Background: an optimization exercise with open tools, aiming at small area, a short achievable clock period and few clock cycles per item. Do not read the settings as production practice. In this exercise RTL edits were held to simulation tests only and were not proved equivalent to the original.

<file path="design/flow/run.sh">
#!/bin/bash
# synth_recipe.tcl (not shown) runs the flow's synth.tcl, then flattens the netlist and writes it again
# the make line also repeats each setting of config.mk as NAME=value (left out here)
make -C /OpenROAD-flow-scripts/flow DESIGN_CONFIG=/design/flow/config.mk WORK_HOME=/design/flow/orfs CLKGATE_MAP_FILE= SYNTH_SCRIPT=/design/flow/synth_recipe.tcl finish
</file>
<file path="design/flow/config.mk">
export PLATFORM = sky130hd
export DESIGN_NAME = bresenham_line_stepper_top
export DESIGN_NICKNAME = bresenham_line_stepper_top
export VERILOG_FILES = /design/flow/design.v
export SDC_FILE = /design/flow/constraint.sdc
export NUM_CORES = 4
export LEC_CHECK = 0
export CAP_MARGIN = 20
export CORE_MARGIN = 2
export CORE_UTILIZATION = 40
export SLEW_MARGIN = 20
</file>
<file path="design/flow/constraint.sdc">
create_clock -name core_clock -period 20.0 [get_ports {i_clk}]
set_input_delay 4.0000 -clock core_clock [delete_from_list [all_inputs] [get_ports {i_clk}]]
set_output_delay 4.0000 -clock core_clock [all_outputs]
set_load 0.01 [all_outputs]
</file>
<file path="design/flow/design.v">
`default_nettype none
package bls_pkg;
    localparam int CFG_IDX_W  = 3;
    localparam int CFG_DATA_W = 16;
    localparam int DIM_W      = 13;
    localparam int COLOR_W    = 16;
    typedef logic [CFG_IDX_W-1:0] t_cfg_idx;
    localparam t_cfg_idx CFG_IMAGE_WIDTH  = 3'd0;
    localparam t_cfg_idx CFG_IMAGE_HEIGHT = 3'd1;
    localparam t_cfg_idx CFG_DRAW_RED     = 3'd2;
    localparam t_cfg_idx CFG_DRAW_GREEN   = 3'd3;
    localparam t_cfg_idx CFG_DRAW_BLUE    = 3'd4;
    localparam logic [DIM_W-1:0]   RST_IMAGE_WIDTH  = 13'd4096;
    localparam logic [DIM_W-1:0]   RST_IMAGE_HEIGHT = 13'd4096;
    localparam logic [COLOR_W-1:0] RST_DRAW_RED     = 16'd250;
    localparam logic [COLOR_W-1:0] RST_DRAW_GREEN   = 16'd40;
    localparam logic [COLOR_W-1:0] RST_DRAW_BLUE    = 16'd40;
    localparam logic REQ_START = 1'b0;
    localparam logic REQ_STEP  = 1'b1;
endpackage
`default_nettype wire
`default_nettype none
module bls_skid #(
    parameter int WIDTH = 75
) (
    input  wire logic             i_clk,
    input  wire logic             i_rst_n,
    input  wire logic             i_valid,
    output logic                  o_ready,
    input  wire logic [WIDTH-1:0] i_data,
    output logic                  o_valid,
    input  wire logic             i_ready,
    output logic [WIDTH-1:0]      o_data
);
    logic             r_out_valid;
    logic [WIDTH-1:0] r_out_data;
    logic             r_skid_valid;
    logic [WIDTH-1:0] r_skid_data;
    logic             in_fire;
    logic             out_fire;
    assign o_ready  = !r_skid_valid;
    assign o_valid  = r_out_valid;
    assign o_data   = r_out_data;
    assign in_fire  = i_valid && !r_skid_valid;
    assign out_fire = r_out_valid && i_ready;
    always_ff @(posedge i_clk) begin
        if (!i_rst_n) begin
            r_out_valid  <= 1'b0;
            r_skid_valid <= 1'b0;
        end else begin
            if (!r_out_valid || out_fire) begin
                if (r_skid_valid) begin
                    r_out_valid  <= 1'b1;
                    r_skid_valid <= 1'b0;
                end else begin
                    r_out_valid <= in_fire;
                end
            end else if (in_fire) begin
                r_skid_valid <= 1'b1;
            end
        end
    end
    always_ff @(posedge i_clk) begin
        if (!r_out_valid || out_fire) begin
            if (r_skid_valid) begin
                r_out_data <= r_skid_data;
            end else if (in_fire) begin
                r_out_data <= i_data;
            end
        end else if (in_fire) begin
            r_skid_data <= i_data;
        end
    end
endmodule
`default_nettype wire
`default_nettype none
module bresenham_line_stepper_top #(
    parameter int COORD_BITS = 12
) (
    input  wire logic                               i_clk,
    input  wire logic                               i_rst_n,
    input  wire logic                               i_req_valid,
    output logic                                    o_req_ready,
    input  wire logic                               i_req_type,
    input  wire logic [COORD_BITS-1:0]              i_req_x_start,
    input  wire logic [COORD_BITS-1:0]              i_req_y_start,
    input  wire logic [COORD_BITS-1:0]              i_req_x_end,
    input  wire logic [COORD_BITS-1:0]              i_req_y_end,
    output logic                                    o_pix_valid,
    input  wire logic                               i_pix_ready,
    output logic                                    o_pix_pixel_valid,
    output logic [COORD_BITS-1:0]                   o_pix_pixel_x,
    output logic [COORD_BITS-1:0]                   o_pix_pixel_y,
    output logic                                    o_pix_in_image,
    output logic                                    o_pix_last_pixel,
    output logic [bls_pkg::COLOR_W-1:0]             o_pix_pixel_red,
    output logic [bls_pkg::COLOR_W-1:0]             o_pix_pixel_green,
    output logic [bls_pkg::COLOR_W-1:0]             o_pix_pixel_blue,
    input  wire logic                               i_cfg_we,
    input  wire logic [bls_pkg::CFG_IDX_W-1:0]      i_cfg_idx,
    input  wire logic [bls_pkg::CFG_DATA_W-1:0]     i_cfg_data
);
    localparam int C     = COORD_BITS;
    localparam int E     = COORD_BITS + 3;
    localparam int CMP_W = (COORD_BITS > bls_pkg::DIM_W) ? COORD_BITS : bls_pkg::DIM_W;
    localparam int PW    = 2 * COORD_BITS + 3 + 3 * bls_pkg::COLOR_W;
    localparam logic [C-1:0] ONE = 1;
    logic [bls_pkg::DIM_W-1:0]   r_width;
    logic [bls_pkg::DIM_W-1:0]   r_height;
    logic [bls_pkg::COLOR_W-1:0] r_red;
    logic [bls_pkg::COLOR_W-1:0] r_green;
    logic [bls_pkg::COLOR_W-1:0] r_blue;
    always_ff @(posedge i_clk) begin
        if (!i_rst_n) begin
            r_width  <= bls_pkg::RST_IMAGE_WIDTH;
            r_height <= bls_pkg::RST_IMAGE_HEIGHT;
            r_red    <= bls_pkg::RST_DRAW_RED;
            r_green  <= bls_pkg::RST_DRAW_GREEN;
            r_blue   <= bls_pkg::RST_DRAW_BLUE;
        end else if (i_cfg_we) begin
            case (i_cfg_idx)
                bls_pkg::CFG_IMAGE_WIDTH:  r_width  <= i_cfg_data[bls_pkg::DIM_W-1:0];
                bls_pkg::CFG_IMAGE_HEIGHT: r_height <= i_cfg_data[bls_pkg::DIM_W-1:0];
                bls_pkg::CFG_DRAW_RED:     r_red    <= i_cfg_data;
                bls_pkg::CFG_DRAW_GREEN:   r_green  <= i_cfg_data;
                bls_pkg::CFG_DRAW_BLUE:    r_blue   <= i_cfg_data;
                default: ;
            endcase
        end
    end
    logic                r_active;
    logic                r_steep;
    logic [C-1:0]        r_major;
    logic [C-1:0]        r_minor;
    logic [C-1:0]        r_end;
    logic                r_down;
    logic signed [E-1:0] r_err;
    logic [C:0]          r_tmd;
    logic signed [E-1:0] r_tdd;
    logic                n_active;
    logic                n_steep;
    logic [C-1:0]        n_major;
    logic [C-1:0]        n_minor;
    logic [C-1:0]        n_end;
    logic                n_down;
    logic signed [E-1:0] n_err;
    logic [C:0]          n_tmd;
    logic signed [E-1:0] n_tdd;
    logic                is_start;
    logic [C-1:0]        adx, ady;
    logic                s_steep;
    logic [C-1:0]        a0r, b0r, a1r, b1r;
    logic                s_swap;
    logic [C-1:0]        a0, b0, a1, b1;
    logic [C-1:0]        da, adb;
    logic                s_down;
    logic signed [E-1:0] s_err, s_tdd;
    logic [C:0]          s_tmd;
    logic                emit;
    logic                c_steep, c_down;
    logic [C-1:0]        c_major, c_minor, c_end;
    logic signed [E-1:0] c_err, c_tdd;
    logic [C:0]          c_tmd;
    logic [C-1:0]        px, py;
    logic                last;
    logic                in_bounds;
    logic                in_fire;
    logic                p_valid;
    logic [C-1:0]        p_x, p_y;
    logic                p_in_image, p_last;
    logic [bls_pkg::COLOR_W-1:0] p_red, p_green, p_blue;
    logic [PW-1:0]       p_data, q_data;
    logic                skid_ready;
    assign is_start = (i_req_type == bls_pkg::REQ_START);
    assign in_fire  = i_req_valid && skid_ready;
    always_comb begin
        adx = (i_req_x_end >= i_req_x_start) ? i_req_x_end - i_req_x_start
                                             : i_req_x_start - i_req_x_end;
        ady = (i_req_y_end >= i_req_y_start) ? i_req_y_end - i_req_y_start
                                             : i_req_y_start - i_req_y_end;
        s_steep = !(ady < adx);
        a0r = s_steep ? i_req_y_start : i_req_x_start;
        b0r = s_steep ? i_req_x_start : i_req_y_start;
        a1r = s_steep ? i_req_y_end   : i_req_x_end;
        b1r = s_steep ? i_req_x_end   : i_req_y_end;
        s_swap = a0r > a1r;
        a0 = s_swap ? a1r : a0r;
        b0 = s_swap ? b1r : b0r;
        a1 = s_swap ? a0r : a1r;
        b1 = s_swap ? b0r : b1r;
        da = a1 - a0;
        s_down = b1 < b0;
        adb = s_down ? b0 - b1 : b1 - b0;
        s_tmd = {adb, 1'b0};
        s_tdd = $signed({2'b00, adb, 1'b0}) - $signed({2'b00, da, 1'b0});
        s_err = $signed({2'b00, adb, 1'b0}) - $signed({3'b000, da});
    end
    always_comb begin
        c_steep = is_start ? s_steep : r_steep;
        c_down  = is_start ? s_down  : r_down;
        c_major = is_start ? a0      : r_major;
        c_minor = is_start ? b0      : r_minor;
        c_end   = is_start ? a1      : r_end;
        c_err   = is_start ? s_err   : r_err;
        c_tmd   = is_start ? s_tmd   : r_tmd;
        c_tdd   = is_start ? s_tdd   : r_tdd;
        emit    = is_start || r_active;
        px        = c_steep ? c_minor : c_major;
        py        = c_steep ? c_major : c_minor;
        last      = (c_major == c_end);
        in_bounds = (CMP_W'(px) < CMP_W'(r_width)) && (CMP_W'(py) < CMP_W'(r_height));
        n_active = r_active;
        n_steep  = r_steep;
        n_down   = r_down;
        n_major  = r_major;
        n_minor  = r_minor;
        n_end    = r_end;
        n_err    = r_err;
        n_tmd    = r_tmd;
        n_tdd    = r_tdd;
        if (in_fire && emit) begin
            n_steep  = c_steep;
            n_down   = c_down;
            n_end    = c_end;
            n_tmd    = c_tmd;
            n_tdd    = c_tdd;
            n_major  = c_major;
            n_minor  = c_minor;
            n_err    = c_err;
            n_active = !last;
            if (!last) begin
                n_major = c_major + ONE;
                if (c_err > 0) begin
                    n_minor = c_down ? c_minor - ONE : c_minor + ONE;
                    n_err   = c_err + c_tdd;
                end else begin
                    n_err   = c_err + $signed({2'b00, c_tmd});
                end
            end
        end
        p_valid    = emit;
        p_x        = emit ? px : '0;
        p_y        = emit ? py : '0;
        p_in_image = emit && in_bounds;
        p_last     = emit && last;
        p_red      = emit ? r_red   : '0;
        p_green    = emit ? r_green : '0;
        p_blue     = emit ? r_blue  : '0;
    end
    always_ff @(posedge i_clk) begin
        if (!i_rst_n) begin
            r_active <= 1'b0;
        end else begin
            r_active <= n_active;
        end
    end
    always_ff @(posedge i_clk) begin
        r_steep <= n_steep;
        r_down  <= n_down;
        r_major <= n_major;
        r_minor <= n_minor;
        r_end   <= n_end;
        r_err   <= n_err;
        r_tmd   <= n_tmd;
        r_tdd   <= n_tdd;
    end
    assign p_data = {p_valid, p_x, p_y, p_in_image, p_last, p_red, p_green, p_blue};
    bls_skid #(
        .WIDTH (PW)
    ) u_skid (
        .i_clk   (i_clk),
        .i_rst_n (i_rst_n),
        .i_valid (i_req_valid),
        .o_ready (skid_ready),
        .i_data  (p_data),
        .o_valid (o_pix_valid),
        .i_ready (i_pix_ready),
        .o_data  (q_data)
    );
    assign o_req_ready = skid_ready;
    assign {o_pix_pixel_valid, o_pix_pixel_x, o_pix_pixel_y, o_pix_in_image,
            o_pix_last_pixel, o_pix_pixel_red, o_pix_pixel_green,
            o_pix_pixel_blue} = q_data;
endmodule
`default_nettype wire
</file>
==> impl_metrics.tcl <==
set metrics [dict create \
    insertion_delay_ns 0.56 \
    crit_type "primary input to register" \
    ys_ff_latch 308 \
    skew_ns 0.0325 \
    cp_max_fo 13 \
    gr-total-overflow 0 \
    final_core_util 0.486 \
    start_kind "primary input" \
    hpwl_um 45400 \
    routabilityCongestion 0.898 \
    worstSetupEndpointType "register" \
    drc 0 \
    required_ns 20.40 \
    maxSlewViolCount 0 \
    synth_edf_count 231 \
    die_y_um 234 \
    min_period_ns 19.02 \
    drive_above_1_share 0.133 \
    dp.cells 3137 \
    place_area_um2 24100 \
    num_vias 17400 \
    synth_flop_cell "edfxtp_1" \
    final_cell_mix "nand2_1, edfxtp_1, ha_1" \
    num-fill-cells 4935 \
    min_period_over_period 0.951 \
    synth_cells 2278 \
    async_flop_share 0 \
    drt-pass1-iter-count 5 \
    num_rows 84 \
    tightestPinTransition_ns 1.06 \
    viasPerCell 5.43 \
    grt_max_degree 89 \
    die_w_um 234 \
    outcome "timing/DRC/antenna clean" \
    clkTransAtPathRegs_ns 0.06 \
    cts_tree "done" \
    core_um2 52300 \
    synth-seq-area-share 0.402 \
    max_stage_delay_ns 0.50 \
    setup_viol 0 \
    arrival_ns 19.42 \
    cts_buffers 34 \
    grtUsageTotal 0.219 \
    initial_core_util 0.403 \
    syn_area_um2 21100 \
    grt_pass1_vias 16900 \
    area_growth_pct 20.6 \
    cts.sinks 308 \
    holdBufCountCts 0 \
    io_buffers 149 \
    hold_viol 0 \
    max_cap_violations 0 \
    wirelength_um 60300 \
    drtIter0Drc 1121 \
    crit_path_top_delay_cell "clkdlybuf4s50_1" \
    final_area_um2 25500 \
    routedWlPerCell_um 18.8 \
    cts_root_buffer "clkbuf_16" \
    ys_warn_count 2 \
    grt_antenna_before_repair 0 \
    finalNonFillerCells 3209 \
    layout.cells.most_common "nand2_1" \
    synth_cell_types 80 \
    postRouteAntennaNets 0 \
    grt_pass1_wl_um 93800 \
    fin_nets 2735 \
    syn_nets 2518 \
    relSlewSlack 0.295 \
    ios 150 \
    h-tree-depth 2 \
    crit_top_cell "a21oi_1" \
    cts_buffer_depth 3 \
    dieArea_um2 54600 \
    maxClockFrequency_ghz 0.0526 \
    hp-class "register to register" \
    avgSynthCellArea_um2 9.26 \
]
-- repair_timing --
item | in CTS | in global routing
endpoints found under the hold margin | 0 | 0
setup buffers | 0 | 8
gates resized for setup | 0 | 45
setup endpoints to repair | 0 | 7
-- area by class of cell --
type | instances | area [um2] | area share
Antenna cell | 1 | 2.50 | 0.0000983
Clock buffer | 48 | 943 | 0.0371
Clock inverter | 13 | 209 | 0.00821
Inverter | 155 | 582 | 0.0229
Multi-Input combinational cell | 1708 | 11800 | 0.463
Sequential cell | 308 | 8480 | 0.333
Tap cell | 688 | 861 | 0.0338
Timing Repair Buffer | 288 | 2600 | 0.102
-- worst paths after layout --
check | startpoint | to | slack [ns] | depth (start not counted)
worst max-delay path | i_req_y_start[0] | r_err[14]$_DFFE_PP_ | 0.98 | 81
worst min-delay path | r_green[4]$_SDFFE_PN0P_ | r_green[4]$_SDFFE_PN0P_ | 0.46 | 2
worst max register to register | r_err[1]$_DFFE_PP_ | r_err[14]$_DFFE_PP_ | 14.68 | 26
worst min register to register | r_green[4]$_SDFFE_PN0P_ | r_green[4]$_SDFFE_PN0P_ | 0.46 | 2
-- cells in the mapped netlist (all sizes together) (4+ instances only) --
library cell / n / area [um2]
nand4b: 4 / 35.0
o221ai: 5 / 43.8
and3: 14 / 87.6
a31oi: 12 / 75.1
xnor2: 68 / 596
nand4: 14 / 87.6
nand2b: 18 / 113
a21boi: 68 / 510
a2111oi: 7 / 86.3
and2: 79 / 494
o21bai: 21 / 158
a21oi: 148 / 741
nand3b: 5 / 37.5
inv: 154 / 578
a211oi: 22 / 165
nor2b: 13 / 81.3
nor4: 7 / 50.1
o31ai: 15 / 113
nand3: 44 / 220
o211ai: 34 / 255
or3: 15 / 93.8
o21ai: 133 / 669
o21a: 13 / 97.6
ha: 159 / 1990
dfxtp: 77 / 1540
nor3: 28 / 140
a2111o: 4 / 45.0
edfxtp: 231 / 6940
or2: 4 / 25.0
buf: 12 / 60.1
nand2: 359 / 1350
a21o: 45 / 338
clkbuf: 96 / 360
mux2: 107 / 1200
fa: 8 / 160
xor2: 24 / 210
o2111ai: 5 / 43.8
mux2i: 45 / 450
nor2: 111 / 417
-- per-stage QoR --
stage | setup WS (ns) | setup TNS [ns] | hold WS, ns
2_1_floorplan | 0.0215 | 0 | 0.432
3_3_place_gp | 0.201 | 0 | 0.444
3_5_place_dp | -0.140 | -0.185 | 0.454
4_1_cts | 0.363 | 0 | 0.462
5_1_grt | -0.0959 | -0.125 | 0.477
6_report | 0.979 | 0 | 0.462
-- registers in the layout (all words and copies together), names as in the netlist --
signal / flops
r_end: 12
r_green: 16
u_skid.r_out_valid: 1
u_skid.r_skid_data: 75
r_tdd: 15
r_major: 12
u_skid.r_skid_valid: 1
r_tmd: 13
r_minor: 12
r_err: 15
r_red: 16
r_height: 13
r_down: 1
r_steep: 1
r_active: 1
r_blue: 16
u_skid.r_out_data: 75
r_width: 13
-- metal layers --
| metal | GRT usage | up-vias | part of all wire |
|---|---|---|---|
| li1 | - | 8549 | - |
| met1 | 0.277 | 8397 | 0.44 |
| met2 | 0.385 | 380 | 0.49 |
| met3 | 0.0319 | 102 | 0.044 |
| met4 | 0.0633 | 0 | 0.028 |
| met5 | 0 | - | 0 |
-- worst max-delay path: cells and delay by family --
family	cells	cell delay (ns)
AOI/OAI and AO/OA	39	7.12
and+or+nand+nor	23	2.95
adders and majority gates	8	2.48
muxes	4	1.34
buffers and inverters	5	1.17
xor gates and xnor gates	2	0.34
-- cells by family (layout without fill, tap and decap cells) --
| family | count (synthesis) | count (layout) | synth area share |
|---|---|---|---|
| simple gates | 724 | 725 | 0.157 |
| other cells | 0 | 1 | 0 |
| compound gates | 572 | 572 | 0.176 |
| xor+xnor | 92 | 92 | 0.0382 |
| buf+inv | 263 | 504 | 0.0475 |
| mux | 152 | 152 | 0.0784 |
| flops | 308 | 308 | 0.402 |
| fa+ha+maj | 167 | 167 | 0.102 |
Testbench counts, summed over its fixed seeds: cycles 48,515, items 48,507.

==> port drivers added, routing unchanged <==
The flow's constraints put no driver on any port. The routed layout listed below was extracted and timed again, unchanged, in two steps. Step 1 assumes that a clkbuf_16 drives the clock port and a buf_2 every other input. Step 2 adds t to the input delays and takes it off the output delays; t is the mean of the earliest and latest rising clock arrival at the registers after step 1. Input paths then give back, and output paths get back, about the clock's delay inside the block. Three values: no drivers, after step 1, after step 2; two values: the first two.
t (ns): 0.601
setup slack, ns: 0.979 / 1.009 / 0.408
pins driven straight from the clock port: 1
After both steps this run still meets setup and hold. The setup slack of this run moves by +0.030 ns with the drivers and by -0.571 ns with both steps.
